From an optimization exercise on the open Yosys and OpenROAD flow, aimed at a short achievable clock period and few clock cycles; shortcuts taken in it are not production practice.
Function was checked by simulation only, so behaviour that the tests miss may differ from the original.
No activity file was given, so power comes from the tool's default toggle rates.

### flow/flow/run.sh
#!/bin/bash
# The standard layout (standard.sh) with three synthesis changes:
# - Yosys's full-adder extraction is off, so ABC maps the adders itself;
# - ABC maps with the delay-oriented script in flow/abc_speed.script
#   (a copy of ORFS's scripts folder is made here with it in place);
# - the slow complex cells (stacked 3- and 4-input gates, majority) are added
#   to the platform's don't-use list, so neither ABC nor the resizer uses them.
# Registers are inferred before ABC runs, so they are the standard synthesis's.
set -euo pipefail
base="sky130_fd_sc_hd__lpflow_bleeder_1 sky130_fd_sc_hd__lpflow_clkbufkapwr_1 sky130_fd_sc_hd__lpflow_clkbufkapwr_16 sky130_fd_sc_hd__lpflow_clkbufkapwr_2 sky130_fd_sc_hd__lpflow_clkbufkapwr_4 sky130_fd_sc_hd__lpflow_clkbufkapwr_8 sky130_fd_sc_hd__lpflow_clkinvkapwr_1 sky130_fd_sc_hd__lpflow_clkinvkapwr_16 sky130_fd_sc_hd__lpflow_clkinvkapwr_2 sky130_fd_sc_hd__lpflow_clkinvkapwr_4 sky130_fd_sc_hd__lpflow_clkinvkapwr_8 sky130_fd_sc_hd__lpflow_decapkapwr_12 sky130_fd_sc_hd__lpflow_decapkapwr_3 sky130_fd_sc_hd__lpflow_decapkapwr_4 sky130_fd_sc_hd__lpflow_decapkapwr_6 sky130_fd_sc_hd__lpflow_decapkapwr_8 sky130_fd_sc_hd__lpflow_inputiso0n_1 sky130_fd_sc_hd__lpflow_inputiso0p_1 sky130_fd_sc_hd__lpflow_inputiso1n_1 sky130_fd_sc_hd__lpflow_inputiso1p_1 sky130_fd_sc_hd__lpflow_inputisolatch_1 sky130_fd_sc_hd__lpflow_isobufsrc_1 sky130_fd_sc_hd__lpflow_isobufsrc_16 sky130_fd_sc_hd__lpflow_isobufsrc_2 sky130_fd_sc_hd__lpflow_isobufsrc_4 sky130_fd_sc_hd__lpflow_isobufsrc_8 sky130_fd_sc_hd__lpflow_isobufsrckapwr_16 sky130_fd_sc_hd__lpflow_lsbuf_lh_hl_isowell_tap_1 sky130_fd_sc_hd__lpflow_lsbuf_lh_hl_isowell_tap_2 sky130_fd_sc_hd__lpflow_lsbuf_lh_hl_isowell_tap_4 sky130_fd_sc_hd__lpflow_lsbuf_lh_isowell_4 sky130_fd_sc_hd__lpflow_lsbuf_lh_isowell_tap_1 sky130_fd_sc_hd__lpflow_lsbuf_lh_isowell_tap_2 sky130_fd_sc_hd__lpflow_lsbuf_lh_isowell_tap_4 sky130_fd_sc_hd__probe_p_8 sky130_fd_sc_hd__probec_p_8 "
slow="sky130_fd_sc_hd__a2111o_1 sky130_fd_sc_hd__a2111o_2 sky130_fd_sc_hd__a2111o_4 sky130_fd_sc_hd__a2111oi_0 sky130_fd_sc_hd__a2111oi_1 sky130_fd_sc_hd__a2111oi_2 sky130_fd_sc_hd__a2111oi_4 sky130_fd_sc_hd__a221o_1 sky130_fd_sc_hd__a221o_2 sky130_fd_sc_hd__a221o_4 sky130_fd_sc_hd__a221oi_1 sky130_fd_sc_hd__a221oi_2 sky130_fd_sc_hd__a221oi_4 sky130_fd_sc_hd__a222oi_1 sky130_fd_sc_hd__a311o_1 sky130_fd_sc_hd__a311o_2 sky130_fd_sc_hd__a311o_4 sky130_fd_sc_hd__a311oi_1 sky130_fd_sc_hd__a311oi_2 sky130_fd_sc_hd__a311oi_4 sky130_fd_sc_hd__a31o_1 sky130_fd_sc_hd__a31o_2 sky130_fd_sc_hd__a31o_4 sky130_fd_sc_hd__a31oi_1 sky130_fd_sc_hd__a31oi_2 sky130_fd_sc_hd__a31oi_4 sky130_fd_sc_hd__a32o_1 sky130_fd_sc_hd__a32o_2 sky130_fd_sc_hd__a32o_4 sky130_fd_sc_hd__a32oi_1 sky130_fd_sc_hd__a32oi_2 sky130_fd_sc_hd__a32oi_4 sky130_fd_sc_hd__a41o_1 sky130_fd_sc_hd__a41o_2 sky130_fd_sc_hd__a41o_4 sky130_fd_sc_hd__a41oi_1 sky130_fd_sc_hd__a41oi_2 sky130_fd_sc_hd__a41oi_4 sky130_fd_sc_hd__and4_1 sky130_fd_sc_hd__and4_2 sky130_fd_sc_hd__and4_4 sky130_fd_sc_hd__and4b_1 sky130_fd_sc_hd__and4b_2 sky130_fd_sc_hd__and4b_4 sky130_fd_sc_hd__and4bb_1 sky130_fd_sc_hd__and4bb_2 sky130_fd_sc_hd__and4bb_4 sky130_fd_sc_hd__maj3_1 sky130_fd_sc_hd__maj3_2 sky130_fd_sc_hd__maj3_4 sky130_fd_sc_hd__nand4_1 sky130_fd_sc_hd__nand4_2 sky130_fd_sc_hd__nand4_4 sky130_fd_sc_hd__nand4b_1 sky130_fd_sc_hd__nand4b_2 sky130_fd_sc_hd__nand4b_4 sky130_fd_sc_hd__nand4bb_1 sky130_fd_sc_hd__nand4bb_2 sky130_fd_sc_hd__nand4bb_4 sky130_fd_sc_hd__nor3_1 sky130_fd_sc_hd__nor3_2 sky130_fd_sc_hd__nor3_4 sky130_fd_sc_hd__nor3b_1 sky130_fd_sc_hd__nor3b_2 sky130_fd_sc_hd__nor3b_4 sky130_fd_sc_hd__nor4_1 sky130_fd_sc_hd__nor4_2 sky130_fd_sc_hd__nor4_4 sky130_fd_sc_hd__nor4b_1 sky130_fd_sc_hd__nor4b_2 sky130_fd_sc_hd__nor4b_4 sky130_fd_sc_hd__nor4bb_1 sky130_fd_sc_hd__nor4bb_2 sky130_fd_sc_hd__nor4bb_4 sky130_fd_sc_hd__o2111a_1 sky130_fd_sc_hd__o2111a_2 sky130_fd_sc_hd__o2111a_4 sky130_fd_sc_hd__o2111ai_1 sky130_fd_sc_hd__o2111ai_2 sky130_fd_sc_hd__o2111ai_4 sky130_fd_sc_hd__o221a_1 sky130_fd_sc_hd__o221a_2 sky130_fd_sc_hd__o221a_4 sky130_fd_sc_hd__o221ai_1 sky130_fd_sc_hd__o221ai_2 sky130_fd_sc_hd__o221ai_4 sky130_fd_sc_hd__o311a_1 sky130_fd_sc_hd__o311a_2 sky130_fd_sc_hd__o311a_4 sky130_fd_sc_hd__o311ai_0 sky130_fd_sc_hd__o311ai_1 sky130_fd_sc_hd__o311ai_2 sky130_fd_sc_hd__o311ai_4 sky130_fd_sc_hd__o31a_1 sky130_fd_sc_hd__o31a_2 sky130_fd_sc_hd__o31a_4 sky130_fd_sc_hd__o31ai_1 sky130_fd_sc_hd__o31ai_2 sky130_fd_sc_hd__o31ai_4 sky130_fd_sc_hd__o32a_1 sky130_fd_sc_hd__o32a_2 sky130_fd_sc_hd__o32a_4 sky130_fd_sc_hd__o32ai_1 sky130_fd_sc_hd__o32ai_2 sky130_fd_sc_hd__o32ai_4 sky130_fd_sc_hd__o41a_1 sky130_fd_sc_hd__o41a_2 sky130_fd_sc_hd__o41a_4 sky130_fd_sc_hd__o41ai_1 sky130_fd_sc_hd__o41ai_2 sky130_fd_sc_hd__o41ai_4 sky130_fd_sc_hd__or3_1 sky130_fd_sc_hd__or3_2 sky130_fd_sc_hd__or3_4 sky130_fd_sc_hd__or3b_1 sky130_fd_sc_hd__or3b_2 sky130_fd_sc_hd__or3b_4 sky130_fd_sc_hd__or4_1 sky130_fd_sc_hd__or4_2 sky130_fd_sc_hd__or4_4 sky130_fd_sc_hd__or4b_1 sky130_fd_sc_hd__or4b_2 sky130_fd_sc_hd__or4b_4 sky130_fd_sc_hd__or4bb_1 sky130_fd_sc_hd__or4bb_2 sky130_fd_sc_hd__or4bb_4 "
rm -rf scripts_mod
cp -r "$FLOW_HOME/scripts" scripts_mod
cp flow/abc_speed.script scripts_mod/abc_speed.script
bash standard.sh ADDER_MAP_FILE= SCRIPTS_DIR="$PWD/scripts_mod" "DONT_USE_CELLS=$base $slow" finish > flow.log 2>&1
### flow/flow/abc_speed.script
strash
dch -f
map -D 800
buffer -c
topo
stime -c
upsize -c
dnsize -c
### flow/standard.sh
#!/bin/bash
# synth_recipe.tcl (not shown) runs the flow's synth.tcl, then flattens the netlist and writes it again
# the make line also repeats each setting of config.mk as NAME=value (left out here)
make -C /OpenROAD-flow-scripts/flow DESIGN_CONFIG=/design/flow/config.mk WORK_HOME=/design/flow/orfs CLKGATE_MAP_FILE= SYNTH_SCRIPT=/design/flow/synth_recipe.tcl "${@:-finish}"
### flow/config.mk
export PLATFORM = sky130hd
export DESIGN_NAME = five_stage_cpu
export DESIGN_NICKNAME = five_stage_cpu
export VERILOG_FILES = /design/flow/design.v
export SDC_FILE = /design/flow/constraint.sdc
export NUM_CORES = 4
export LEC_CHECK = 0
export CAP_MARGIN = 20
export CORE_MARGIN = 2
export CORE_UTILIZATION = 30
export PLACE_DENSITY = 0.5
export SETUP_SLACK_MARGIN = 3.4
export SLEW_MARGIN = 20
### flow/constraint.sdc
create_clock -name core_clock -period 6.0 [get_ports {clk}]
set_input_delay 1.2000 -clock core_clock [delete_from_list [all_inputs] [get_ports {clk}]]
set_output_delay 1.2000 -clock core_clock [all_outputs]
set_load 0.01 [all_outputs]
### flow/design.v
package cpu_pkg;
    localparam int xlen = 32;
    localparam int reg_addr_width = 5;
    localparam int data_words = 64;
    localparam int data_index_width = $clog2(data_words);
    localparam logic [6:0] op_reg_arith = 7'b0110011;
    localparam logic [6:0] op_imm_arith = 7'b0010011;
    localparam logic [6:0] op_load = 7'b0000011;
    localparam logic [6:0] op_store = 7'b0100011;
    localparam logic [6:0] op_lui = 7'b0110111;
    localparam logic [6:0] op_jal = 7'b1101111;
    localparam logic [2:0] f3_add_sub = 3'b000;
    localparam logic [2:0] f3_slt = 3'b010;
    localparam logic [2:0] f3_xor = 3'b100;
    localparam logic [2:0] f3_or = 3'b110;
    localparam logic [2:0] f3_and = 3'b111;
    localparam logic [2:0] f3_word = 3'b010;  
    localparam int sel_add = 0;  
    localparam int sel_sub = 1;
    localparam int sel_slt = 2;
    localparam int sel_xor = 3;
    localparam int sel_or = 4;
    localparam int sel_and = 5;
    localparam int sel_load = 6;
    localparam int sel_width = 7;
endpackage
`timescale 1ns/10ps
module stage_register #(
    parameter int width = 1
) (
    input  logic clk,
    input  logic rst,
    input  logic valid_in,
    input  logic [width-1:0] payload_in,
    output logic valid_out,
    output logic [width-1:0] payload_out
);
    always_ff @(posedge clk) begin
        if (!rst) valid_out <= 1'b0;
        else valid_out <= valid_in;
    end
    always_ff @(posedge clk) begin
        payload_out <= payload_in;
    end
endmodule
`timescale 1ns/10ps
import cpu_pkg::*;
module register_file (
    input  logic clk,
    input  logic rst,
    input  logic [31:0] read_sel_1,
    input  logic [31:0] read_sel_2,
    output logic [xlen-1:0] read_data_1,
    output logic [xlen-1:0] read_data_2,
    input  logic [31:0] read_sel_base,      
    output logic [7:0] read_data_base,
    input  logic [(2**reg_addr_width)-1:1] write_enable,  
    input  logic [xlen-1:0] write_data
);
    logic [xlen-1:0] regs [1:(2**reg_addr_width)-1];  
    always_ff @(posedge clk) begin
        if (!rst) begin
            for (int i = 1; i < 2**reg_addr_width; i++) begin
                regs[i] <= '0;
            end
        end else begin
            for (int i = 1; i < 2**reg_addr_width; i++) begin
                if (write_enable[i]) regs[i] <= write_data;
            end
        end
    end
    always_comb begin
        read_data_1 = '0;
        read_data_2 = '0;
        read_data_base = '0;
        for (int i = 1; i < 2**reg_addr_width; i++) begin
            read_data_1 = read_data_1 | ({xlen{read_sel_1[i]}} & regs[i]);
            read_data_2 = read_data_2 | ({xlen{read_sel_2[i]}} & regs[i]);
            read_data_base = read_data_base | ({8{read_sel_base[i]}} & regs[i][7:0]);
        end
    end
endmodule
`timescale 1ns/10ps
import cpu_pkg::*;
module fetch_stage (
    input  logic clk,
    input  logic rst,
    input  logic stall,
    input  logic d_write,
    input  logic [reg_addr_width-1:0] d_rd,
    input  logic d_a_from_ex,
    input  logic d_b_from_ex,
    input  logic ex_write,
    input  logic [reg_addr_width-1:0] ex_rd,
    output logic [xlen-1:0] instr_addr,
    input  logic [xlen-1:0] instr_data,
    output logic [xlen-1:0] fetch_link,    
    output logic [xlen-1:0] fetch_instr,
    output logic [31:0] fetch_rs1_sel,     
    output logic [31:0] fetch_rs2_sel,     
    output logic fetch_a_from_ex,
    output logic fetch_a_from_wb,
    output logic fetch_b_from_ex,
    output logic fetch_b_from_wb,
    output logic [7:0] fetch_offset,       
    output logic fetch_mem,                
    output logic [31:0] fetch_base_sel,
    output logic fetch_base_from_ex,
    output logic fetch_base_from_wb,
    output logic fetch_valid
);
    logic [xlen-1:0] pc;
    logic [xlen-1:0] pc_plus4;
    logic [xlen-1:0] target;
    logic [xlen-1:0] pc_next;
    logic is_jal;
    logic [xlen-1:0] imm_j;
    logic [6:0] opcode;
    logic uses_rs1;
    logic uses_rs2;
    logic [reg_addr_width-1:0] rs1;
    logic is_mem;
    logic [reg_addr_width-1:0] rs2;
    assign instr_addr = pc;
    assign pc_plus4 = pc + xlen'(4);
    assign opcode = instr_data[6:0];
    assign is_jal = opcode == op_jal;
    assign imm_j = {{12{instr_data[31]}}, instr_data[19:12], instr_data[20],
                    instr_data[30:21], 1'b0};
    assign target = pc + imm_j;
    assign pc_next = is_jal ? target : pc_plus4;
    assign uses_rs1 = opcode != op_lui && opcode != op_jal;
    assign uses_rs2 = opcode == op_reg_arith || opcode == op_store;
    assign rs1 = instr_data[19:15];
    assign is_mem = (opcode == op_load || opcode == op_store) && instr_data[14:12] == f3_word;
    assign rs2 = instr_data[24:20];
    always_ff @(posedge clk) begin
        if (!rst) begin
            pc <= '0;
            fetch_valid <= 1'b0;
        end else if (!stall) begin
            pc <= pc_next;
            fetch_valid <= 1'b1;
        end
    end
    always_ff @(posedge clk) begin
        if (!stall) begin
            fetch_a_from_ex <= uses_rs1 && d_write && d_rd == rs1;
            fetch_a_from_wb <= uses_rs1 && ex_write && ex_rd == rs1;
            fetch_b_from_ex <= uses_rs2 && d_write && d_rd == rs2;
            fetch_b_from_wb <= uses_rs2 && ex_write && ex_rd == rs2;
            fetch_base_from_ex <= is_mem && d_write && d_rd == rs1;
            fetch_base_from_wb <= is_mem && ex_write && ex_rd == rs1;
        end else begin
            fetch_a_from_ex <= 1'b0;
            fetch_a_from_wb <= d_a_from_ex;
            fetch_b_from_ex <= 1'b0;
            fetch_b_from_wb <= d_b_from_ex;
            fetch_base_from_ex <= 1'b0;
            fetch_base_from_wb <= d_a_from_ex;
        end
    end
    logic [xlen-1:0] word;
    logic [6:0] word_opcode;
    logic word_uses_rs1;
    logic word_uses_rs2;
    logic word_mem;
    assign word = stall ? fetch_instr : instr_data;
    assign word_opcode = word[6:0];
    assign word_uses_rs1 = word_opcode != op_lui && word_opcode != op_jal;
    assign word_uses_rs2 = word_opcode == op_reg_arith || word_opcode == op_store;
    assign word_mem = (word_opcode == op_load || word_opcode == op_store) && word[14:12] == f3_word;
    always_ff @(posedge clk) begin
        fetch_mem <= word_mem;
        fetch_offset <= word_opcode == op_store ? {word[27:25], word[11:7]} : word[27:20];
        for (int i = 0; i < 32; i++) begin
            fetch_rs1_sel[i] <= word_uses_rs1 && i != 0 && word[19:15] == 5'(i);
            fetch_rs2_sel[i] <= word_uses_rs2 && i != 0 && word[24:20] == 5'(i);
            fetch_base_sel[i] <= word_mem && i != 0 && word[19:15] == 5'(i);
        end
    end
    always_ff @(posedge clk) begin
        if (!stall) begin
            fetch_instr <= instr_data;
            fetch_link <= pc_plus4;
        end
    end
endmodule
`timescale 1ns/10ps
import cpu_pkg::*;
module decode_stage (
    input  logic [xlen-1:0] fetch_link,
    input  logic [xlen-1:0] fetch_instr,
    input  logic [31:0] fetch_rs1_sel,
    input  logic [31:0] fetch_rs2_sel,
    input  logic fetch_valid,
    input  logic [7:0] fetch_offset,
    input  logic fetch_mem,
    input  logic fetch_base_from_ex,
    input  logic fetch_base_from_wb,
    input  logic [7:0] read_data_base,
    input  logic fetch_a_from_ex,
    input  logic fetch_a_from_wb,
    input  logic fetch_b_from_ex,
    input  logic fetch_b_from_wb,
    input  logic [xlen-1:0] read_data_1,
    input  logic [xlen-1:0] read_data_2,
    input  logic [xlen-1:0] ex_sum,
    input  logic [xlen-1:0] ex_diff,
    input  logic [xlen-1:0] ex_rest,
    input  logic [sel_width-1:0] ex_sel,
    input  logic [7:0] ex_result_fast,    
    input  logic ex_slow,                 
    input  logic [xlen-1:0] wb_data,
    output logic [xlen-1:0] operand_a,
    output logic [xlen-1:0] operand_b,
    output logic [7:0] word_sel_hi,    
    output logic [7:0] word_sel_lo,    
    output logic [sel_width-1:0] sel,
    output logic write,
    output logic store,
    output logic [reg_addr_width-1:0] rd,
    output logic stall,    
    output logic a_from_ex,
    output logic b_from_ex
);
    logic [6:0] opcode;
    logic [2:0] funct3;
    logic [reg_addr_width-1:0] rs1;
    logic [reg_addr_width-1:0] rs2;
    logic is_reg;
    logic is_imm;
    logic is_load;
    logic is_store;
    logic is_lui;
    logic is_jal;
    logic arith_legal;
    logic b_from_reg;
    logic a_zero;
    logic [xlen-1:0] imm_i;
    logic [xlen-1:0] imm_u;
    logic a_from_wb;
    logic b_from_wb;
    logic [xlen-1:0] a_base;
    logic [xlen-1:0] b_base;
    logic [7:0] offset;
    logic [7:0] base;
    logic [7:0] address;
    assign opcode = fetch_instr[6:0];
    assign funct3 = fetch_instr[14:12];
    assign rd = fetch_instr[11:7];
    assign rs1 = fetch_instr[19:15];
    assign rs2 = fetch_instr[24:20];
    assign imm_i = {{20{fetch_instr[31]}}, fetch_instr[31:20]};
    assign imm_u = {fetch_instr[31:12], 12'b0};
    assign is_reg = opcode == op_reg_arith;
    assign is_imm = opcode == op_imm_arith;
    assign is_load = opcode == op_load && funct3 == f3_word;
    assign is_store = opcode == op_store && funct3 == f3_word;
    assign is_lui = opcode == op_lui;
    assign is_jal = opcode == op_jal;
    assign arith_legal = funct3 == f3_add_sub || funct3 == f3_slt || funct3 == f3_xor
                         || funct3 == f3_or || funct3 == f3_and;
    assign stall = fetch_valid && fetch_mem && a_from_ex && ex_slow;
    assign write = fetch_valid && !stall && rd != '0
                   && (((is_reg || is_imm) && arith_legal) || is_load || is_lui || is_jal);
    assign store = fetch_valid && !stall && is_store;
    always_comb begin
        sel = '0;
        if (is_load) begin
            sel[sel_load] = 1'b1;
        end else if (is_lui || is_jal) begin
            sel[sel_add] = 1'b1;
        end else begin
            case (funct3)
                f3_add_sub: begin
                    if (is_reg && fetch_instr[30]) sel[sel_sub] = 1'b1;
                    else sel[sel_add] = 1'b1;
                end
                f3_slt: sel[sel_slt] = 1'b1;
                f3_xor: sel[sel_xor] = 1'b1;
                f3_or: sel[sel_or] = 1'b1;
                default: sel[sel_and] = 1'b1;
            endcase
        end
    end
    assign a_zero = is_lui || is_jal;
    assign a_from_ex = fetch_a_from_ex;
    assign a_from_wb = fetch_a_from_wb;
    assign a_base = a_from_wb ? wb_data : read_data_1;
    logic a_sum;
    logic a_diff;
    logic a_rest;
    assign a_sum = a_from_ex && ex_sel[sel_add];
    assign a_diff = a_from_ex && ex_sel[sel_sub];
    assign a_rest = a_from_ex && !ex_sel[sel_add] && !ex_sel[sel_sub];
    assign operand_a = ({xlen{a_sum}} & ex_sum) | ({xlen{a_diff}} & ex_diff)
                     | ({xlen{a_rest}} & ex_rest) | ({xlen{!a_from_ex}} & a_base);
    assign offset = fetch_offset;
    assign base = fetch_base_from_ex ? ex_result_fast
                : fetch_base_from_wb ? wb_data[7:0] : read_data_base;
    assign address = base + offset;
    always_comb begin
        for (int i = 0; i < 8; i++) begin
            word_sel_hi[i] = address[7:5] == 3'(i);
            word_sel_lo[i] = address[4:2] == 3'(i);
        end
    end
    assign b_from_reg = is_reg || is_store;
    assign b_from_ex = fetch_b_from_ex;
    assign b_from_wb = fetch_b_from_wb;
    always_comb begin
        if (b_from_reg) b_base = b_from_wb ? wb_data : read_data_2;
        else if (is_lui) b_base = imm_u;
        else if (is_jal) b_base = fetch_link;
        else b_base = imm_i;
    end
    logic b_sum;
    logic b_diff;
    logic b_rest;
    assign b_sum = b_from_ex && ex_sel[sel_add];
    assign b_diff = b_from_ex && ex_sel[sel_sub];
    assign b_rest = b_from_ex && !ex_sel[sel_add] && !ex_sel[sel_sub];
    assign operand_b = ({xlen{b_sum}} & ex_sum) | ({xlen{b_diff}} & ex_diff)
                     | ({xlen{b_rest}} & ex_rest) | ({xlen{!b_from_ex}} & b_base);
endmodule
`timescale 1ns/10ps
import cpu_pkg::*;
module execute_stage (
    input  logic [xlen-1:0] operand_a,
    input  logic [xlen-1:0] operand_b,
    input  logic [sel_width-1:0] sel,
    input  logic [xlen-1:0] load_data,
    output logic [xlen-1:0] result,
    output logic [xlen-1:0] sum,
    output logic [xlen-1:0] diff,
    output logic [xlen-1:0] rest,
    output logic [7:0] result_fast,    
    output logic slow
);
    logic [xlen-1:0] a;
    logic [xlen-1:0] b;
    logic less;
    assign a = operand_a;
    assign b = operand_b;
    assign sum = a + b;
    assign diff = a - b;
    assign less = (a[xlen-1] != b[xlen-1]) ? a[xlen-1] : diff[xlen-1];
    assign rest = ({xlen{sel[sel_slt]}} & {{(xlen-1){1'b0}}, less})
                | ({xlen{sel[sel_xor]}} & (a ^ b))
                  | ({xlen{sel[sel_or]}} & (a | b))
                  | ({xlen{sel[sel_and]}} & (a & b))
                  | ({xlen{sel[sel_load]}} & load_data);
    assign result = ({xlen{sel[sel_add]}} & sum) | ({xlen{sel[sel_sub]}} & diff) | rest;
    assign result_fast = ({8{sel[sel_add]}} & sum[7:0])
                       | ({8{sel[sel_sub]}} & diff[7:0])
                       | ({8{sel[sel_xor]}} & (a[7:0] ^ b[7:0]))
                       | ({8{sel[sel_or]}} & (a[7:0] | b[7:0]))
                       | ({8{sel[sel_and]}} & (a[7:0] & b[7:0]));
    assign slow = sel[sel_load] || sel[sel_slt];
endmodule
`timescale 1ns/10ps
import cpu_pkg::*;
module memory_stage (
    input  logic clk,
    input  logic [7:0] sel_hi,
    input  logic [7:0] sel_lo,
    input  logic store,
    input  logic [xlen-1:0] store_data,
    output logic [xlen-1:0] load_data
);
    logic [xlen-1:0] ram [data_words];
    always_ff @(posedge clk) begin
        for (int i = 0; i < data_words; i++) begin
            if (store && sel_hi[i / 8] && sel_lo[i % 8]) ram[i] <= store_data;
        end
    end
    logic [xlen-1:0] group [8];
    always_comb begin
        load_data = '0;
        for (int h = 0; h < 8; h++) begin
            group[h] = '0;
            for (int l = 0; l < 8; l++) begin
                group[h] = group[h] | ({xlen{sel_lo[l]}} & ram[8 * h + l]);
            end
            load_data = load_data | ({xlen{sel_hi[h]}} & group[h]);
        end
    end
endmodule
`timescale 1ns/10ps
import cpu_pkg::*;
module five_stage_cpu (
    input  logic clk,
    input  logic rst,
    output logic [xlen-1:0] instr_addr,
    input  logic [xlen-1:0] instr_data,
    output logic retire_valid,
    output logic [reg_addr_width-1:0] retire_rd,
    output logic [xlen-1:0] retire_data
);
    logic [xlen-1:0] fetch_link;
    logic [xlen-1:0] fetch_instr;
    logic [31:0] fetch_rs1_sel;
    logic [31:0] fetch_rs2_sel;
    logic fetch_valid;
    logic [7:0] fetch_offset;
    logic fetch_mem;
    logic [31:0] fetch_base_sel;
    logic fetch_base_from_ex;
    logic fetch_base_from_wb;
    logic [7:0] read_data_base;
    logic fetch_a_from_ex;
    logic fetch_a_from_wb;
    logic fetch_b_from_ex;
    logic fetch_b_from_wb;
    logic stall;
    logic d_a_from_ex;
    logic d_b_from_ex;
    logic [xlen-1:0] read_data_1;
    logic [xlen-1:0] read_data_2;
    logic [xlen-1:0] d_operand_a;
    logic [xlen-1:0] d_operand_b;
    logic [7:0] d_word_sel_hi;
    logic [7:0] d_word_sel_lo;
    logic [sel_width-1:0] d_sel;
    logic d_write;
    logic d_store;
    logic [reg_addr_width-1:0] d_rd;
    logic [xlen-1:0] ex_operand_a;
    logic [xlen-1:0] ex_operand_b;
    logic [7:0] ex_word_sel_hi;
    logic [7:0] ex_word_sel_lo;
    logic [sel_width-1:0] ex_sel;
    logic ex_write;
    logic ex_store;
    logic [reg_addr_width-1:0] ex_rd;
    logic [xlen-1:0] ex_store_data;   
    logic [xlen-1:0] load_data;
    logic [xlen-1:0] ex_result;
    logic [xlen-1:0] ex_sum;
    logic [xlen-1:0] ex_diff;
    logic [xlen-1:0] ex_rest;
    logic [7:0] ex_result_fast;
    logic ex_slow;
    logic [(2**reg_addr_width)-1:1] wb_enable;
    logic [xlen-1:0] wb_data;
    fetch_stage fetch_stage (
        .clk ( clk ),
        .rst ( rst ),
        .stall ( stall ),
        .d_write ( d_write ),
        .d_rd ( d_rd ),
        .d_a_from_ex ( d_a_from_ex ),
        .d_b_from_ex ( d_b_from_ex ),
        .ex_write ( ex_write ),
        .ex_rd ( ex_rd ),
        .instr_addr ( instr_addr ),
        .instr_data ( instr_data ),
        .fetch_link ( fetch_link ),
        .fetch_instr ( fetch_instr ),
        .fetch_rs1_sel ( fetch_rs1_sel ),
        .fetch_rs2_sel ( fetch_rs2_sel ),
        .fetch_a_from_ex ( fetch_a_from_ex ),
        .fetch_a_from_wb ( fetch_a_from_wb ),
        .fetch_b_from_ex ( fetch_b_from_ex ),
        .fetch_b_from_wb ( fetch_b_from_wb ),
        .fetch_offset ( fetch_offset ),
        .fetch_mem ( fetch_mem ),
        .fetch_base_sel ( fetch_base_sel ),
        .fetch_base_from_ex ( fetch_base_from_ex ),
        .fetch_base_from_wb ( fetch_base_from_wb ),
        .fetch_valid ( fetch_valid )
    );
    decode_stage decode_stage (
        .fetch_link ( fetch_link ),
        .fetch_instr ( fetch_instr ),
        .fetch_rs1_sel ( fetch_rs1_sel ),
        .fetch_rs2_sel ( fetch_rs2_sel ),
        .fetch_valid ( fetch_valid ),
        .fetch_offset ( fetch_offset ),
        .fetch_mem ( fetch_mem ),
        .fetch_base_from_ex ( fetch_base_from_ex ),
        .fetch_base_from_wb ( fetch_base_from_wb ),
        .read_data_base ( read_data_base ),
        .fetch_a_from_ex ( fetch_a_from_ex ),
        .fetch_a_from_wb ( fetch_a_from_wb ),
        .fetch_b_from_ex ( fetch_b_from_ex ),
        .fetch_b_from_wb ( fetch_b_from_wb ),
        .read_data_1 ( read_data_1 ),
        .read_data_2 ( read_data_2 ),
        .ex_sum ( ex_sum ),
        .ex_diff ( ex_diff ),
        .ex_rest ( ex_rest ),
        .ex_sel ( ex_sel ),
        .ex_result_fast ( ex_result_fast ),
        .ex_slow ( ex_slow ),
        .wb_data ( wb_data ),
        .operand_a ( d_operand_a ),
        .operand_b ( d_operand_b ),
        .word_sel_hi ( d_word_sel_hi ),
        .word_sel_lo ( d_word_sel_lo ),
        .sel ( d_sel ),
        .write ( d_write ),
        .store ( d_store ),
        .rd ( d_rd ),
        .stall ( stall ),
        .a_from_ex ( d_a_from_ex ),
        .b_from_ex ( d_b_from_ex )
    );
    register_file register_file (
        .clk ( clk ),
        .rst ( rst ),
        .read_sel_1 ( fetch_rs1_sel ),
        .read_sel_2 ( fetch_rs2_sel ),
        .read_data_1 ( read_data_1 ),
        .read_data_2 ( read_data_2 ),
        .read_sel_base ( fetch_base_sel ),
        .read_data_base ( read_data_base ),
        .write_enable ( wb_enable ),
        .write_data ( wb_data )
    );
    always_ff @(posedge clk) begin
        if (!rst) begin
            ex_write <= 1'b0;
            ex_store <= 1'b0;
        end else begin
            ex_write <= d_write;
            ex_store <= d_store;
        end
    end
    always_ff @(posedge clk) begin
        ex_operand_a <= d_operand_a;
        ex_operand_b <= d_operand_b;
        ex_word_sel_hi <= d_word_sel_hi;
        ex_word_sel_lo <= d_word_sel_lo;
        ex_sel <= d_sel;
        ex_rd <= d_rd;
        ex_store_data <= {xlen{d_store}} & d_operand_b;
    end
    execute_stage execute_stage (
        .operand_a ( ex_operand_a ),
        .operand_b ( ex_operand_b ),
        .sel ( ex_sel ),
        .load_data ( load_data ),
        .result ( ex_result ),
        .sum ( ex_sum ),
        .diff ( ex_diff ),
        .rest ( ex_rest ),
        .result_fast ( ex_result_fast ),
        .slow ( ex_slow )
    );
    memory_stage memory_stage (
        .clk ( clk ),
        .sel_hi ( ex_word_sel_hi ),
        .sel_lo ( ex_word_sel_lo ),
        .store ( ex_store ),
        .store_data ( ex_store_data ),
        .load_data ( load_data )
    );
    always_ff @(posedge clk) begin
        for (int i = 1; i < 2**reg_addr_width; i++) begin
            wb_enable[i] <= rst && ex_write && ex_rd == reg_addr_width'(i);
        end
        wb_data <= {xlen{ex_write}} & ex_result;
    end
    stage_register #(.width(reg_addr_width + xlen)) writeback_register (
        .clk ( clk ),
        .rst ( rst ),
        .valid_in ( ex_write ),
        .payload_in ( {ex_rd, ex_result} ),
        .valid_out ( retire_valid ),
        .payload_out ( {retire_rd, retire_data} )
    );
endmodule
==> results of run 1 <==
==> layout make-up <==
cell class / count / area (sq um) / area share [%]
Sequential cell: 3467 / 90800 / 51.2
Multi-Input combinational cell: 8634 / 53200 / 30.0
Timing Repair Buffer: 996 / 11100 / 6.26
Clock buffer: 473 / 9870 / 5.57
Tap cell: 6425 / 8040 / 4.54
Inverter: 623 / 2470 / 1.39
Clock inverter: 168 / 1680 / 0.950
Antenna cell: 17 / 42.5 / 0.0240
Timing Repair inverter: 2 / 13.8 / 0.00777
==> layer usage <==
layer  wire length [microns]  vias to the layer above  track usage (%)
li1                        -                    51200                -
met1                  264000                    59300             34.2
met2                  282000                     6596             38.4
met3                   60000                     1396             4.77
met4                   36200                       14             12.1
met5                      92                        -                0
==> logic make-up after synthesis <==
kind of cell              after synthesis  synth area share, %
and+or+nand+nor                      4304                 12.1
AOI/OAI and AO/OA                    4262                 20.5
DFF                                  3467                 62.4
buffers and inverters                1622                 4.62
xor gates and xnor gates               61                0.369
other                                   1              0.00259
==> flip-flops by register name, indices dropped and copies added, names as in the netlist, 5 cells and up <==
register,flops
fetch_stage.fetch_base_sel,31
ex_sel,7
fetch_stage.fetch_rs1_sel,31
fetch_stage.pc,31
wb_data,32
ex_rd,5
ex_word_sel_hi,8
ex_operand_a,32
ex_operand_b,32
wb_enable,31
fetch_stage.fetch_instr,30
ex_word_sel_lo,8
fetch_stage.fetch_offset,7
fetch_stage.fetch_rs2_sel,31
ex_store_data,32
memory_stage.ram,2048
fetch_stage.fetch_link,31
writeback_register.payload_out,37
register_file.regs,992
==> cells in the mapped netlist (9+ instances only) <==
| cell type | n | area [sq um] |
|---|---|---|
| buf_6 | 43 | 484 |
| or2_1 | 20 | 125 |
| nor2_1 | 1912 | 7180 |
| a211oi_1 | 1185 | 8900 |
| buf_1 | 86 | 323 |
| o21ai_1 | 32 | 160 |
| nor2_2 | 21 | 131 |
| dfxtp_1 | 1381 | 27600 |
| a21boi_0 | 14 | 105 |
| a21oi_2 | 21 | 184 |
| nand3_1 | 512 | 2560 |
| or2_2 | 10 | 62.6 |
| o211a_1 | 33 | 330 |
| o21ai_2 | 9 | 78.8 |
| o22ai_1 | 79 | 494 |
| o21a_1 | 28 | 210 |
| edfxtp_1 | 2086 | 62600 |
| clkbuf_1 | 675 | 2530 |
| xor2_1 | 47 | 412 |
| a22oi_1 | 1550 | 11600 |
| xnor2_1 | 14 | 123 |
| and2_1 | 26 | 163 |
| inv_1 | 613 | 2300 |
| a22o_1 | 146 | 1280 |
| nand2_1 | 1648 | 6190 |
| and3_1 | 44 | 275 |
| nand3b_1 | 75 | 563 |
| o21ai_0 | 541 | 2710 |
| buf_4 | 15 | 113 |
| o21bai_1 | 13 | 97.6 |
| o211ai_1 | 94 | 706 |
| nand3_2 | 10 | 100 |
| buf_2 | 179 | 896 |
| a21oi_1 | 479 | 2400 |
==> power by group through the flow <==
stage	Combinational (uW)	Sequential [uW]	Clock (uW)
after global placement	2160	25700	0
after detailed placement	2160	25700	0
after global routing	3100	25100	23700
final	2970	25100	22600
after floorplan	1250	25600	0
after CTS	2760	25100	22800
==> worst max-delay path: stages, from the launching register on <==
cell and delay [ps]:
dfxtp_4 390, buf_16 180, buf_16 150, a22oi_2 180, nand2_1 80, nor2_1 130, a21oi_2 100, nor2_4 340
nand3_4 230, nand3b_1 570, a211oi_2 380, buf_4 180, nor2_4 30, a21oi_2 150, o211ai_1 100
==> final timing paths <==
path	from	endpoint	slack (ps)	cells after the start
setup / recovery	ex_word_sel_lo[0]	ex_operand_a[22]	2670	14
setup reg to reg	ex_word_sel_lo[0]	ex_operand_a[22]	2670	14
hold reg to reg	fetch_stage.fetch_instr[11]	ex_rd[4]	400	0
hold / removal	fetch_stage.fetch_instr[11]	ex_rd[4]	400	0
==> repair_timing <==
item                                    4_1_cts  5_1_grt
endpoints found under the setup margin     2387      603
pin swaps                                   290      229
buffers inserted                            318      102
gates cloned                                 36        7
gates resized for setup                    1625      521
==> through the flow <==
step / instances / setup slack (ps) / utilization (%) / hold slack, ps / power [uW]
2_1_floorplan: 13700 / 2990 / - / 376 / 26800
3_3_place_gp: 19700 / 1280 / 32.0 / 392 / 27900
3_5_place_dp: 19700 / 1240 / 32.0 / 398 / 27900
4_1_cts: 20700 / 2690 / 36.2 / 401 / 50700
5_1_grt: 20800 / 2660 / 36.8 / 402 / 51900
6_report: 20800 / 2670 / 36.8 / 398 / 50700
==> cell usage in the layout, fill, tap and decap left out, types with 95 or more instances in the layout <==
master | synthesis | routed
buf_4 | 15 | 581
buf_6 | 43 | 183
a22oi_2 | 2 | 153
a22o_1 | 146 | 146
o21ai_0 | 541 | 362
a211oi_1 | 1185 | 1143
buf_12 | 0 | 115
nand2_1 | 1648 | 1551
a21oi_2 | 21 | 102
inv_1 | 613 | 568
nand3_1 | 512 | 410
dfxtp_2 | 0 | 97
nor2_1 | 1912 | 1705
clkbuf_16 | 0 | 369
a22oi_1 | 1550 | 1399
o21ai_1 | 32 | 95
dfxtp_1 | 1381 | 1177
dfxtp_4 | 0 | 107
edfxtp_1 | 2086 | 2086
nor2_4 | 8 | 138
a21oi_1 | 479 | 366
nor2_2 | 21 | 104
==> results.json, run 1 <==
{
  "run_status": "timing/DRC/antenna clean",
  "hp-class": "flop to flop",
  "cts-htree-levels": 5,
  "nNetsFinal": 14100,
  "ys.flop_type": "edfxtp_1",
  "yosysSeqAreaShare_pct": 62.4,
  "fin_crit_ps": 3330,
  "drv_cap": 0,
  "numClockSinks": 3467,
  "maxSlewViolCount": 0,
  "yosysUniqueCellTypes": 57,
  "numPortBuffers": 102,
  "clockBufferDepth": 4,
  "syn_nets": 13800,
  "drc": 0,
  "track_usage_pct": 25.1,
  "worst_pin_slew_ps": 1190,
  "setup_viol": 0,
  "slew_headroom_pct": 20.7,
  "grt_pass1_vias": 109000,
  "cts_tree": "yes",
  "critPathRequiredTime_ps": 6880,
  "fp.dieH_microns": 699,
  "ant_nets": 0,
  "final_area_sq_mm": 0.177,
  "power_switching_uw": 12000,
  "yosys_warnings": 9,
  "avgSynthCellArea_sq_um": 10.6,
  "fmax_mhz": 301,
  "peakVddDrop_v": 0.000216,
  "sw_frac_of_total_pct": 23.7,
  "cts-root-buf": "clkbuf_16",
  "wl_microns": 643000,
  "p_int_uw": 38700,
  "combinationalPowerShare_pct": 5.8,
  "row_count": 255,
  "vias_per_cell": 5.70,
  "numCtsBuffers": 359,
  "fin_crit_sh_pct": 55.4,
  "initial_core_util_pct": 30.1,
  "power.leakage_uw": 0.0561,
  "wl_per_cell_microns": 30.9,
  "dp_hpwl_microns": 388000,
  "placed_area_sq_mm": 0.154,
  "synth-edff-count": 2086,
  "vias": 119000,
  "io_pins": 104,
  "tns_ps": 0,
  "power_density_mw_per_mm2": 286,
  "grt_pass1_wl_microns": 883000,
  "rsz0062_at_grt": "yes",
  "synth_area_sq_mm": 0.145,
  "die_w_microns": 699,
  "fill_cells": 47200,
  "grt_overflow": 0,
  "hold_violations": 0,
  "dieArea_sq_mm": 0.488,
  "skew_ps": 58.9,
  "antenna_found_initial": 41,
  "synthCells": 13700,
  "coreArea_sq_mm": 0.481,
  "hold_buffers": 0,
  "grt_max_degree": 106,
  "clk_latency_ps": 1020,
  "drtPass1Iterations": 8,
  "cp.arrival_ps": 4200,
  "final_layout_size_suffix_gt1_share_pct": 19.0,
  "critPathKind": "flop to flop",
  "start_kind": "flop",
  "syn2layout_area_growth_pct": 22.4,
  "crit_path_end_kind": "flop",
  "synthArstFlopShare_pct": 0,
  "gp_congestion": 0.996,
  "drt_iter0_drc": 17300,
  "clkSlewWorstSetupHoldPaths_ps": 70,
  "ys_ff_latch": 3467,
  "pwr-share-seq_pct": 49.6,
  "clock_power_share_pct": 44.6,
  "cp_max_fo": 6
}
Testbench counts, summed over its fixed seeds: cycles 16,169.
==> inputs of run 2 (changes only) <==
--- a/flow/design.v
+++ b/flow/design.v
@@ -213,2 +213,4 @@
     input  logic ex_slow,                 
+    input  logic ex_slt,                  
+    input  logic ex_less,                 
     input  logic [xlen-1:0] wb_data,
@@ -216,4 +218,3 @@
     output logic [xlen-1:0] operand_b,
-    output logic [7:0] word_sel_hi,    
-    output logic [7:0] word_sel_lo,    
+    output logic [data_words-1:0] word_sel,    
     output logic [sel_width-1:0] sel,
@@ -301,7 +302,16 @@
                 : fetch_base_from_wb ? wb_data[7:0] : read_data_base;
+    logic [7:0] address_plus1;
+    logic base_one;
     assign address = base + offset;
+    assign address_plus1 = offset + 8'd1;
+    assign base_one = fetch_base_from_ex && ex_slt && ex_less;
+    logic [7:0] word_sel_hi;    
+    logic [7:0] word_sel_lo;    
     always_comb begin
         for (int i = 0; i < 8; i++) begin
-            word_sel_hi[i] = address[7:5] == 3'(i);
-            word_sel_lo[i] = address[4:2] == 3'(i);
+            word_sel_hi[i] = base_one ? address_plus1[7:5] == 3'(i) : address[7:5] == 3'(i);
+            word_sel_lo[i] = base_one ? address_plus1[4:2] == 3'(i) : address[4:2] == 3'(i);
+        end
+        for (int i = 0; i < data_words; i++) begin
+            word_sel[i] = word_sel_hi[i / 8] && word_sel_lo[i % 8];
         end
@@ -338,3 +348,5 @@
     output logic [7:0] result_fast,    
-    output logic slow
+    output logic slow,                 
+    output logic is_slt,
+    output logic less
 );
@@ -342,3 +354,2 @@
     logic [xlen-1:0] b;
-    logic less;
     assign a = operand_a;
@@ -359,3 +370,4 @@
                        | ({8{sel[sel_and]}} & (a[7:0] & b[7:0]));
-    assign slow = sel[sel_load] || sel[sel_slt];
+    assign slow = sel[sel_load];
+    assign is_slt = sel[sel_slt];
 endmodule
@@ -365,4 +377,3 @@
     input  logic clk,
-    input  logic [7:0] sel_hi,
-    input  logic [7:0] sel_lo,
+    input  logic [data_words-1:0] word_sel,
     input  logic store,
@@ -374,14 +385,9 @@
         for (int i = 0; i < data_words; i++) begin
-            if (store && sel_hi[i / 8] && sel_lo[i % 8]) ram[i] <= store_data;
+            if (store && word_sel[i]) ram[i] <= store_data;
         end
     end
-    logic [xlen-1:0] group [8];
     always_comb begin
         load_data = '0;
-        for (int h = 0; h < 8; h++) begin
-            group[h] = '0;
-            for (int l = 0; l < 8; l++) begin
-                group[h] = group[h] | ({xlen{sel_lo[l]}} & ram[8 * h + l]);
-            end
-            load_data = load_data | ({xlen{sel_hi[h]}} & group[h]);
+        for (int i = 0; i < data_words; i++) begin
+            load_data = load_data | ({xlen{word_sel[i]}} & ram[i]);
         end
@@ -422,4 +428,3 @@
     logic [xlen-1:0] d_operand_b;
-    logic [7:0] d_word_sel_hi;
-    logic [7:0] d_word_sel_lo;
+    logic [data_words-1:0] d_word_sel;
     logic [sel_width-1:0] d_sel;
@@ -430,4 +435,3 @@
     logic [xlen-1:0] ex_operand_b;
-    logic [7:0] ex_word_sel_hi;
-    logic [7:0] ex_word_sel_lo;
+    logic [data_words-1:0] ex_word_sel;
     logic [sel_width-1:0] ex_sel;
@@ -444,2 +448,4 @@
     logic ex_slow;
+    logic ex_slt;
+    logic ex_less;
     logic [(2**reg_addr_width)-1:1] wb_enable;
@@ -496,2 +502,4 @@
         .ex_slow ( ex_slow ),
+        .ex_slt ( ex_slt ),
+        .ex_less ( ex_less ),
         .wb_data ( wb_data ),
@@ -499,4 +507,3 @@
         .operand_b ( d_operand_b ),
-        .word_sel_hi ( d_word_sel_hi ),
-        .word_sel_lo ( d_word_sel_lo ),
+        .word_sel ( d_word_sel ),
         .sel ( d_sel ),
@@ -533,4 +540,3 @@
         ex_operand_b <= d_operand_b;
-        ex_word_sel_hi <= d_word_sel_hi;
-        ex_word_sel_lo <= d_word_sel_lo;
+        ex_word_sel <= d_word_sel;
         ex_sel <= d_sel;
@@ -549,3 +555,5 @@
         .result_fast ( ex_result_fast ),
-        .slow ( ex_slow )
+        .slow ( ex_slow ),
+        .is_slt ( ex_slt ),
+        .less ( ex_less )
     );
@@ -553,4 +561,3 @@
         .clk ( clk ),
-        .sel_hi ( ex_word_sel_hi ),
-        .sel_lo ( ex_word_sel_lo ),
+        .word_sel ( ex_word_sel ),
         .store ( ex_store ),
--- a/flow/config.mk
+++ b/flow/config.mk
@@ -9,5 +9,5 @@
 export CORE_MARGIN = 2
-export CORE_UTILIZATION = 30
-export PLACE_DENSITY = 0.5
-export SETUP_SLACK_MARGIN = 3.4
+export CORE_UTILIZATION = 35
+export PLACE_DENSITY = 0.55
+export SETUP_SLACK_MARGIN = 3.5
 export SLEW_MARGIN = 20
==> run 2 against run 1 <==
Critical path type unchanged. Still clean on timing, DRC and antenna. Global-route usage increased by 2.2 points. Utilization is 6.8 points higher. Die area shrank 14%. Worst setup slack better by 110 ps. Register-to-register slack better by 110 ps. Clock skew up 24 ps. Hold slack worse by 32 ps. Largest power group unchanged. Sequential power hardly changed.
==> results.json, run 2 <==
{
  "run_status": "timing/DRC/antenna clean",
  "start_kind": "flop",
  "rsz0062_at_grt": "yes",
  "avgSynthCellArea_sq_um": 10.4,
  "ant_nets": 0,
  "synth.top_cell.area_share_pct": 43.1,
  "syn2layout_area_growth_pct": 23.9,
  "yosysSeqAreaShare_pct": 62.8,
  "clk_latency_ps": 990,
  "critPathRequiredTime_ps": 6880,
  "wl_microns": 595000,
  "track_usage_pct": 27.3,
  "numCtsBuffers": 371,
  "placed_area_sq_mm": 0.154,
  "drt_iter0_drc": 14400,
  "fin_crit_ps": 3220,
  "worst_pin_slew_ps": 1290,
  "rrSetupSlack_ps": 2780,
  "antenna_found_initial": 23,
  "peakVddDrop_v": 0.000245,
  "coreArea_sq_mm": 0.413,
  "initial_core_util_pct": 35.2,
  "top_register": "memory_stage.ram",
  "cts-htree-levels": 5,
  "grt_max_degree": 196,
  "final_area_sq_mm": 0.180,
  "hold_violations": 0,
  "hold_depth": 0,
  "netlist_top_cells_count": "edfxtp_1, nor2_1, nand2_1, dfxtp_1, a211oi_1",
  "fill_cells": 38800,
  "synth.largest_area_cell": "edfxtp_1",
  "yosys_warnings": 8,
  "cts_tree": "yes",
  "ff2ff_path_depth": 18,
  "drtPass1Iterations": 7,
  "vias_per_cell": 5.75,
  "clkSlewWorstSetupHoldPaths_ps": 60,
  "synth-edff-count": 2086,
  "setup_viol": 0,
  "slowest_stage": "dfxtp_4",
  "syn_nets": 14000,
  "vias": 116000,
  "crit_chain": "buf_12, nor2_4, o22ai_4, nand2_2, nand2_2, nand2_2, nand3_4, nand2_4, a21oi_4, o21ai_4, nand2_4, nand3_4, buf_12, buf_8, a21oi_4, buf_12, nand3_4, nor2_4",
  "power.leakage_uw": 0.0623,
  "hp-class": "flop to flop",
  "dp_hpwl_microns": 377000,
  "io_pins": 104,
  "synth.most_common_cell": "edfxtp_1",
  "largest_reg_flops": 2048,
  "dieArea_sq_mm": 0.420,
  "slew_headroom_pct": 13.7,
  "crit_family": "simple AND/OR/NAND/NOR gates",
  "grt_overflow": 0,
  "final_layout_size_suffix_gt1_share_pct": 21.9,
  "nNetsFinal": 14300,
  "synthArstFlopShare_pct": 0,
  "crit_path_end_kind": "flop",
  "numPortBuffers": 102,
  "final-seq-area_sq_mm": 0.0918,
  "mostFrequentLayoutCells": "edfxtp_1, nor2_1, nand2_1",
  "die_w_microns": 648,
  "synthCells": 13900,
  "critPathKind": "flop to flop",
  "synth_area_leaders": "edfxtp_1, dfxtp_1, a211oi_1",
  "reg_top3": "memory_stage.ram x2048, register_file.regs x992, ex_word_sel x64",
  "final_common_cell": "edfxtp_1",
  "fmax_mhz": 311,
  "skew_ps": 82.7,
  "multi_input_area_sq_mm": 0.0559,
  "cp_max_fo": 8,
  "cp.buffers_inverters": 4,
  "wl_per_cell_microns": 29.7,
  "gp_congestion": 0.986,
  "maxSlewViolCount": 0,
  "tns_ps": 0,
  "drv_cap": 0,
  "numClockSinks": 3515,
  "grt_pass1_wl_microns": 828000,
  "row_count": 236,
  "fin_crit_sh_pct": 53.7,
  "max_stage_delay_ps": 360,
  "ys.flop_type": "edfxtp_1",
  "ys_ff_latch": 3515,
  "drc": 0,
  "yosysUniqueCellTypes": 60,
  "stdcell_count": 20100,
  "path_depth": 18,
  "cts-root-buf": "clkbuf_16",
  "cp.arrival_ps": 4100,
  "clockBufferDepth": 4,
  "dpl.cell_count": 18900,
  "power_density_mw_per_mm2": 281,
  "fp.dieH_microns": 648,
  "synth_area_sq_mm": 0.145,
  "grt_pass1_vias": 108000
}
==> run 2: cell count changes in the layout (fill, tap and decap cells not counted), moves of 56 or more <==
cell	delta
a21oi_1	+86
nand3_2	+62
inv_1	+147
a211oi_2	+89
nor2_4	+125
a22oi_1	-463
and3_1	+58
a22o_1	+168
nor2_1	-61
a22oi_2	-77
o21ai_2	-56
==> run 2: cell families (layout without fill, tap and decap cells) <==
family / count (synthesis) / count (layout) / share of synthesized area (%)
compound gates: 4026 / 4026 / 19.4
xor+xnor: 72 / 72 / 0.434
buf+inv: 1778 / 2422 / 4.62
flops: 3515 / 3515 / 62.8
other cells: 1 / 17 / 0.00258
simple gates: 4549 / 4550 / 12.8
==> run 2: final timing paths <==
| check | start | to |
|---|---|---|
| setup / recovery | ex_operand_a[1] | ex_word_sel[13] |
| hold / removal | fetch_stage.fetch_instr[11] | ex_rd[4] |
| hold reg to reg | fetch_stage.fetch_instr[11] | ex_rd[4] |
| setup reg to reg | ex_operand_a[1] | ex_word_sel[13] |
==> run 2: per-layer routing <==
| metal | global-route usage (%) | share of wire, % | vias to the layer above |
|---|---|---|---|
| met5 | 0 | 0.0087 | - |
| met4 | 14.0 | 5.9 | 8 |
| met3 | 4.49 | 8.3 | 1284 |
| met2 | 42.7 | 45 | 5611 |
| met1 | 36.5 | 41 | 57300 |
| li1 | - | - | 51300 |
==> run 2: stage by stage <==
stage | total power (uW) | hold WS, ps | setup slack, ps | util [%]
CTS | 50800 | 369 | 2860 | 42.8
global placement | 27300 | 358 | 1510 | 37.1
detailed placement | 27300 | 360 | 1480 | 37.2
finish | 50700 | 366 | 2780 | 43.6
global route | 51900 | 383 | 2680 | 43.6
floorplan | 26600 | 351 | 3230 | -
==> run 2: final cells by class <==
type,instances,share of cell area [%]
Antenna cell,16,0.0222
Clock buffer,509,5.83
Clock inverter,165,0.948
Inverter,820,1.83
Multi-Input combinational cell,8649,31.0
Sequential cell,3515,51.0
Tap cell,5474,3.80
Timing Repair Buffer,928,5.54
==> run 2: where the power goes <==
group	internal (uW)	switching, uW
Clock	13500	9910
Sequential	25300	103
Combinational	573	1320
Total	39300	11300
==> run 2: timing repair <==
item | CTS | global route
pin swaps | 500 | 326
setup endpoints to repair | 984 | 452
setup buffers | 310 | 108
hold buffers | 0 | 0
hold endpoints to repair | 0 | 0
cloned | 24 | 4
resized for setup | 2320 | 518
Testbench counts of run 2, summed over its fixed seeds: cycles 16,113.
==> inputs of run 3 (changes only) <==
--- a/flow/design.v
+++ b/flow/design.v
@@ -211,3 +211,4 @@
     input  logic [sel_width-1:0] ex_sel,
-    input  logic [7:0] ex_result_fast,    
+    input  logic [7:0] ex_a,              
+    input  logic [7:0] ex_b,
     input  logic ex_slow,                 
@@ -300,7 +301,30 @@
     assign offset = fetch_offset;
-    assign base = fetch_base_from_ex ? ex_result_fast
-                : fetch_base_from_wb ? wb_data[7:0] : read_data_base;
+    logic [7:0] save_add;
+    logic [7:0] carry_add;
+    logic [7:0] b_inv;
+    logic [7:0] save_sub;
+    logic [7:0] carry_sub;
+    logic [7:0] logic_result;
+    logic [7:0] address_add;
+    logic [7:0] address_sub;
+    logic [7:0] address_logic;
+    logic [7:0] address_reg;
+    assign save_add = ex_a ^ ex_b ^ offset;
+    assign carry_add = {(ex_a[6:0] & ex_b[6:0]) | (ex_a[6:0] & offset[6:0]) | (ex_b[6:0] & offset[6:0]), 1'b0};
+    assign b_inv = ~ex_b;
+    assign save_sub = ex_a ^ b_inv ^ offset;
+    assign carry_sub = {(ex_a[6:0] & b_inv[6:0]) | (ex_a[6:0] & offset[6:0]) | (b_inv[6:0] & offset[6:0]), 1'b1};
+    assign logic_result = ({8{ex_sel[sel_xor]}} & (ex_a ^ ex_b))
+                        | ({8{ex_sel[sel_or]}} & (ex_a | ex_b))
+                        | ({8{ex_sel[sel_and]}} & (ex_a & ex_b));
+    assign address_add = save_add + carry_add;
+    assign address_sub = save_sub + carry_sub;
+    assign address_logic = logic_result + offset;
+    assign base = fetch_base_from_wb ? wb_data[7:0] : read_data_base;
+    assign address_reg = base + offset;
     logic [7:0] address_plus1;
     logic base_one;
-    assign address = base + offset;
+    assign address = !fetch_base_from_ex ? address_reg
+                   : ex_sel[sel_add] ? address_add
+                   : ex_sel[sel_sub] ? address_sub : address_logic;
     assign address_plus1 = offset + 8'd1;
@@ -347,3 +371,2 @@
     output logic [xlen-1:0] rest,
-    output logic [7:0] result_fast,    
     output logic slow,                 
@@ -361,11 +384,6 @@
                 | ({xlen{sel[sel_xor]}} & (a ^ b))
-                  | ({xlen{sel[sel_or]}} & (a | b))
-                  | ({xlen{sel[sel_and]}} & (a & b))
-                  | ({xlen{sel[sel_load]}} & load_data);
+                | ({xlen{sel[sel_or]}} & (a | b))
+                | ({xlen{sel[sel_and]}} & (a & b))
+                | ({xlen{sel[sel_load]}} & load_data);
     assign result = ({xlen{sel[sel_add]}} & sum) | ({xlen{sel[sel_sub]}} & diff) | rest;
-    assign result_fast = ({8{sel[sel_add]}} & sum[7:0])
-                       | ({8{sel[sel_sub]}} & diff[7:0])
-                       | ({8{sel[sel_xor]}} & (a[7:0] ^ b[7:0]))
-                       | ({8{sel[sel_or]}} & (a[7:0] | b[7:0]))
-                       | ({8{sel[sel_and]}} & (a[7:0] & b[7:0]));
     assign slow = sel[sel_load];
@@ -446,3 +464,2 @@
     logic [xlen-1:0] ex_rest;
-    logic [7:0] ex_result_fast;
     logic ex_slow;
@@ -500,3 +517,4 @@
         .ex_sel ( ex_sel ),
-        .ex_result_fast ( ex_result_fast ),
+        .ex_a ( ex_operand_a[7:0] ),
+        .ex_b ( ex_operand_b[7:0] ),
         .ex_slow ( ex_slow ),
@@ -554,3 +572,2 @@
         .rest ( ex_rest ),
-        .result_fast ( ex_result_fast ),
         .slow ( ex_slow ),
==> run 3 against run 2 <==
Flip-flop and latch count stayed put. Clock power hardly changed. Via count grew 3.5%. Non-clock buffer count rose by 164. Critical endpoint is now ex_word_sel[23].
==> results.json, run 3 <==
{
  "dpl.cell_count": 19100,
  "crit_path_end_kind": "flop",
  "fin_crit_ps": 3040,
  "synthArstFlopShare_pct": 0,
  "yosys_warnings": 8,
  "final_common_cell": "edfxtp_1",
  "ant_nets": 0,
  "drv_cap": 0,
  "yosysUniqueCellTypes": 57,
  "hp-class": "flop to flop",
  "yosysSeqAreaShare_pct": 62.4,
  "initial_core_util_pct": 35.1,
  "wl_per_cell_microns": 30.4,
  "synth.largest_area_cell": "edfxtp_1",
  "startpoint": "fetch_stage.fetch_base_sel[30]",
  "dp_hpwl_microns": 388000,
  "stdcell_count": 20400,
  "grt_max_degree": 169,
  "ff2ff_path_depth": 17,
  "hold_violations": 0,
  "vias": 119000,
  "synth.most_common_cell": "edfxtp_1",
  "ys_ff_latch": 3515,
  "synth-edff-count": 2086,
  "numClockSinks": 3515,
  "nNetsFinal": 14700,
  "synth_area_leaders": "edfxtp_1, dfxtp_1, a211oi_1",
  "maxSlewViolCount": 0,
  "clk_latency_ps": 1000,
  "cts-root-buf": "clkbuf_16",
  "fmax_mhz": 329,
  "clkSlewWorstSetupHoldPaths_ps": 60,
  "peakVddDrop_v": 0.000267,
  "run_status": "timing/DRC/antenna clean",
  "pwr-share-seq_pct": 50.1,
  "drc": 0,
  "max_stage_delay_ps": 320,
  "mostFrequentLayoutCells": "edfxtp_1, nor2_1, nand2_1",
  "drtPass1Iterations": 7,
  "clock_power_share_pct": 45.9,
  "worst_pin_slew_ps": 1200,
  "antenna_found_initial": 26,
  "critPathKind": "flop to flop",
  "crit_chain": "buf_8, a22oi_2, nand3_4, nor2_4, nand3_4, o211ai_4, buf_12, o21ai_4, a21oi_4, nand3_2, nand2_2, o22ai_4, buf_12, a21oi_4, buf_12, nand3_4, nor2_2",
  "syn_nets": 14100,
  "row_count": 237,
  "synthCells": 14100,
  "power_switching_uw": 11500,
  "synth_area_sq_mm": 0.146,
  "cp_max_fo": 8,
  "crit_family": "simple AND/OR/NAND/NOR gates",
  "worstReg2RegStart": "fetch_stage.fetch_base_sel[30]",
  "power_density_mw_per_mm2": 277,
  "sw_frac_of_total_pct": 22.6,
  "grt_pass1_wl_microns": 857000,
  "fin_crit_sh_pct": 50.6,
  "gp_congestion": 1.00,
  "drt_iter0_drc": 16000,
  "numCtsBuffers": 369,
  "grt_overflow": 0,
  "start_kind": "flop",
  "io_pins": 104,
  "endpoint": "ex_word_sel[23]",
  "final_layout_size_suffix_gt1_share_pct": 23.3,
  "syn2layout_area_growth_pct": 25.2,
  "grt_pass1_vias": 111000,
  "vias_per_cell": 5.85,
  "reg_top3": "memory_stage.ram x2048, register_file.regs x992, ex_word_sel x64",
  "rsz0062_at_grt": "yes",
  "slowest_stage": "dfxtp_2",
  "cts_tree": "yes",
  "wl_microns": 621000,
  "rrSetupSlack_ps": 2960,
  "skew_ps": 86.9,
  "die_w_microns": 650,
  "numPortBuffers": 102,
  "critPathRequiredTime_ps": 6900,
  "combinationalPowerShare_pct": 4.0,
  "power.leakage_uw": 0.0640,
  "cp.buffers_inverters": 4,
  "fp.dieH_microns": 650,
  "largest_reg_flops": 2048,
  "cp.arrival_ps": 3940,
  "path_depth": 17,
  "netlist_top_cells_count": "edfxtp_1, nor2_1, nand2_1, dfxtp_1, a211oi_1",
  "setup_viol": 0,
  "cts-htree-levels": 5,
  "slew_headroom_pct": 19.7,
  "avgSynthCellArea_sq_um": 10.4,
  "top_register": "memory_stage.ram",
  "r2r-end": "ex_word_sel[23]",
  "tns_ps": 0,
  "track_usage_pct": 27.9,
  "ys.flop_type": "edfxtp_1",
  "coreArea_sq_mm": 0.416,
  "synth.top_cell.area_share_pct": 42.8,
  "clockBufferDepth": 4,
  "p_int_uw": 39300,
  "dieArea_sq_mm": 0.423
}
-- run 3: worst min path at each step --
stage / start / endpoint / slack (ps) / depth (start not counted)
finish: fetch_stage.fetch_instr[7] / ex_rd[0] / 400 / 0
detailed placement: fetch_stage.fetch_instr[7] / ex_rd[0] / 390 / 0
CTS: fetch_stage.fetch_instr[7] / ex_rd[0] / 400 / 0
global route: fetch_stage.fetch_instr[7] / ex_rd[0] / 410 / 0
global placement: fetch_stage.fetch_instr[7] / ex_rd[0] / 390 / 0
floorplan: fetch_stage.fetch_instr[8] / ex_rd[1] / 360 / 0
-- run 3: metal layers --
layer  share of wire (%)  vias to the layer above  GRT usage [%]
li1                    -                    52300              -
met4                 6.2                       22           14.6
met2                  45                     6489           43.5
met5               0.047                        -              0
met1                  39                    59100           36.6
met3                 9.6                     1568           5.82
-- run 3: layout make-up --
type	count	area (sq um)
clock buffer	494	10300
timing repair buffer	1092	11900
timing repair inverter	4	31.3
antenna	13	32.5
inverter	812	3330
multi-input combinational	8822	56800
sequential	3515	92000
clock inverter	179	1760
tap	5497	6880
fill	39200	233000
-- run 3: power groups by stage --
stage / combinational [uW] / clock, uW / sequential (uW)
finish: 2040 / 23300 / 25400
global route: 2110 / 24400 / 25400
CTS: 1820 / 23400 / 25400
detailed placement: 1450 / 0 / 26000
global placement: 1460 / 0 / 26000
floorplan: 767 / 0 / 25900
-- run 3: logic make-up after synthesis --
logic type | count (synthesis) | share of synthesized area [%]
AND/OR/NAND/NOR | 4650 | 13.1
flip-flops | 3515 | 62.4
AO/OA/AOI/OAI | 4089 | 19.4
buffers and inverters | 1771 | 4.59
XOR/XNOR | 81 | 0.485
other | 1 | 0.00256
-- run 3: repair_timing --
item                       4_1_cts  5_1_grt
pin swaps                      421      513
setup endpoints to repair     1656      667
hold buffers                     0        0
buffers inserted               360      218
resized for setup             2250      908
cloned                          28       12
-- run 3: stage by stage --
stage	instance area [sq um]	utilization (%)	setup WS [ps]	total power (uW)	hold WS [ps]
final	183000	44.0	2960	50700	399
after global routing	183000	44.0	2900	51900	407
after CTS	177000	42.6	3120	50600	397
after detailed placement	154000	37.1	1710	27400	388
after global placement	154000	37.0	1610	27400	389
after floorplan	146000	-	3130	26700	364
Testbench counts of run 3, summed over its fixed seeds: cycles 16,113.
==> inputs of run 4 (changes only) <==
--- a/flow/config.mk
+++ b/flow/config.mk
@@ -11,3 +11,3 @@
 export PLACE_DENSITY = 0.55
-export SETUP_SLACK_MARGIN = 3.5
+export SETUP_SLACK_MARGIN = 3.1
 export SLEW_MARGIN = 20
==> run 4 against run 3 <==
Still clean. Global-route usage fell by 1.1 points. Fmax shrank 1.7%. Clock skew shrank 17 ps. First-iteration DRC count grew 2.4%. Cell count decreased by 2.2%.
==> results.json, run 4 <==
{
  "syn2layout_area_growth_pct": 18.0,
  "vias": 116000,
  "reg_top3": "memory_stage.ram x2048, register_file.regs x992, ex_word_sel x64",
  "power_uw": 49300,
  "io_pins": 104,
  "synth.most_common_cell": "edfxtp_1",
  "cts-root-buf": "clkbuf_16",
  "initial_core_util_pct": 35.1,
  "synth_area_sq_mm": 0.146,
  "synth.top_cell.area_share_pct": 42.8,
  "drv_cap": 0,
  "ant_nets": 0,
  "numPortBuffers": 102,
  "setup_viol": 0,
  "rsz0062_at_grt": "yes",
  "fin_util_pct": 41.4,
  "placed_area_sq_mm": 0.154,
  "final_layout_size_suffix_gt1_share_pct": 15.0,
  "dp_slack_ps": 1780,
  "fin_crit_ps": 3090,
  "grt_overflow": 0,
  "avgSynthCellArea_sq_um": 10.4,
  "power_density_mw_per_mm2": 286,
  "die_w_microns": 650,
  "clk_latency_ps": 1000,
  "worst_pin_slew_ps": 1330,
  "grt_max_degree": 211,
  "final_common_cell": "edfxtp_1",
  "critPathRequiredTime_ps": 6900,
  "peakVddDrop_v": 0.000267,
  "worst_slack_ps": 2910,
  "cts_tree": "yes",
  "maxSlewViolCount": 0,
  "dieArea_sq_mm": 0.423,
  "critPathKind": "flop to flop",
  "clockBufferDepth": 4,
  "numClockSinks": 3515,
  "netlist_top_cells_count": "edfxtp_1, nor2_1, nand2_1, dfxtp_1, a211oi_1",
  "synth-edff-count": 2086,
  "start_kind": "flop",
  "drc": 0,
  "syn_nets": 14100,
  "vias_per_cell": 5.82,
  "fmax_mhz": 324,
  "final_area_sq_mm": 0.172,
  "power.leakage_uw": 0.0596,
  "synthArstFlopShare_pct": 0,
  "cp_max_fo": 8,
  "skew_ps": 69.6,
  "row_count": 237,
  "grt_pass1_vias": 108000,
  "gp_congestion": 1.02,
  "wl_per_cell_microns": 29.7,
  "yosysSeqAreaShare_pct": 62.4,
  "top_register": "memory_stage.ram",
  "drt_iter0_drc": 16400,
  "nNetsFinal": 14200,
  "ys.flop_type": "edfxtp_1",
  "synth.largest_area_cell": "edfxtp_1",
  "slew_headroom_pct": 11.6,
  "run_status": "timing/DRC/antenna clean",
  "hp-class": "flop to flop",
  "drtPass1Iterations": 7,
  "coreArea_sq_mm": 0.416,
  "hold_violations": 0,
  "slowest_stage": "dfxtp_4",
  "cp_common_cell": "nand3_4",
  "ys_ff_latch": 3515,
  "fill_cells": 40100,
  "largest_reg_flops": 2048,
  "grt_pass1_wl_microns": 826000,
  "track_usage_pct": 26.9,
  "dp_hpwl_microns": 386000,
  "clkSlewWorstSetupHoldPaths_ps": 70,
  "yosysUniqueCellTypes": 57,
  "cts-htree-levels": 5,
  "synthCells": 14100,
  "synth_area_leaders": "edfxtp_1, dfxtp_1, a211oi_1",
  "fin_crit_sh_pct": 51.5,
  "antenna_found_initial": 30,
  "max_stage_delay_ps": 400,
  "fp.dieH_microns": 650,
  "yosys_warnings": 8,
  "tns_ps": 0,
  "crit_chain": "buf_4, a22oi_2, and3_4, nand3_4, o211ai_1, nand2_2, nor2_4, nand3_4, a21oi_4, o22ai_4, a21oi_4, buf_12, nand3_4, nor2_4",
  "cp.arrival_ps": 3990,
  "wl_microns": 594000,
  "crit_path_end_kind": "flop",
  "mostFrequentLayoutCells": "edfxtp_1, nor2_1, nand2_1",
  "numCtsBuffers": 365
}
run 4: worst max-delay path, delay by kind of cell, from the launching register on:
family	cells	cell delay (ps)
compound gates	5	1070
buf+inv	2	300
flops	1	400
simple gates	7	1240
run 4: through the flow:
stage / std cells / hold WS, ps
final: 20000 / 397
after CTS: 19900 / 387
after floorplan: 14100 / 364
after global routing: 20000 / 404
after global placement: 19100 / 390
after detailed placement: 19100 / 384
run 4: repair_timing:
item                                    4_1_cts  5_1_grt
pin swaps                                   100      174
resized for setup                           968      503
endpoints found under the setup margin      359      272
buffers inserted                             72       81
hold buffers                                  0        0
gates cloned                                  3        1
run 4: layer usage:
layer	track usage [%]	wire [microns]	up-vias
met5	0	75	-
met2	41.9	266000	6213
met4	14.5	37400	12
met1	35.3	235000	57200
met3	5.07	55200	1456
li1	-	-	51400
run 4: layout make-up:
class / count / area [sq um] / share of cell area (%)
Tap cell: 5497 / 6880 / 3.99
Timing Repair Buffer: 652 / 6560 / 3.80
Inverter: 812 / 3210 / 1.86
Sequential cell: 3515 / 91800 / 53.2
Antenna cell: 13 / 32.5 / 0.0189
Clock inverter: 150 / 1180 / 0.685
Multi-Input combinational cell: 8822 / 52600 / 30.5
Timing Repair inverter: 1 / 7.51 / 0.00435
Clock buffer: 514 / 10300 / 5.95
run 4: logic make-up (layout without fill, tap and decap cells):
| kind of cell | Yosys count | count (layout) | synth area share [%] |
|---|---|---|---|
| compound gates | 4089 | 4089 | 19.4 |
| xor+xnor | 81 | 81 | 0.485 |
| buf+inv | 1771 | 2129 | 4.59 |
| flops | 3515 | 3515 | 62.4 |
| other cells | 1 | 14 | 0.00256 |
| simple gates | 4650 | 4651 | 13.1 |
run 4: power breakdown:
part	leakage, uW	switching [uW]	internal [uW]
logic	0.0229	1230	453
clock network	0.00562	9880	12300
registers	0.0311	119	25300
total	0.0596	11200	38100
run 4: final timing paths:
check                                                    from               to  slack, ps  depth (start not counted)
worst max-delay path            fetch_stage.fetch_base_sel[5]  ex_word_sel[26]       2910                         14
worst min-delay path               fetch_stage.fetch_instr[7]         ex_rd[0]        400                          0
worst max register to register  fetch_stage.fetch_base_sel[5]  ex_word_sel[26]       2910                         14
worst min register to register     fetch_stage.fetch_instr[7]         ex_rd[0]        400                          0

Setup slack of run 4, layout unchanged: 2.910 ns with ideal ports, 2.910 ns with driving cells assumed (clock clkbuf_16, inputs buf_2), 2.220 ns with port delays also shifted by the 1.070 ns mid clock arrival.
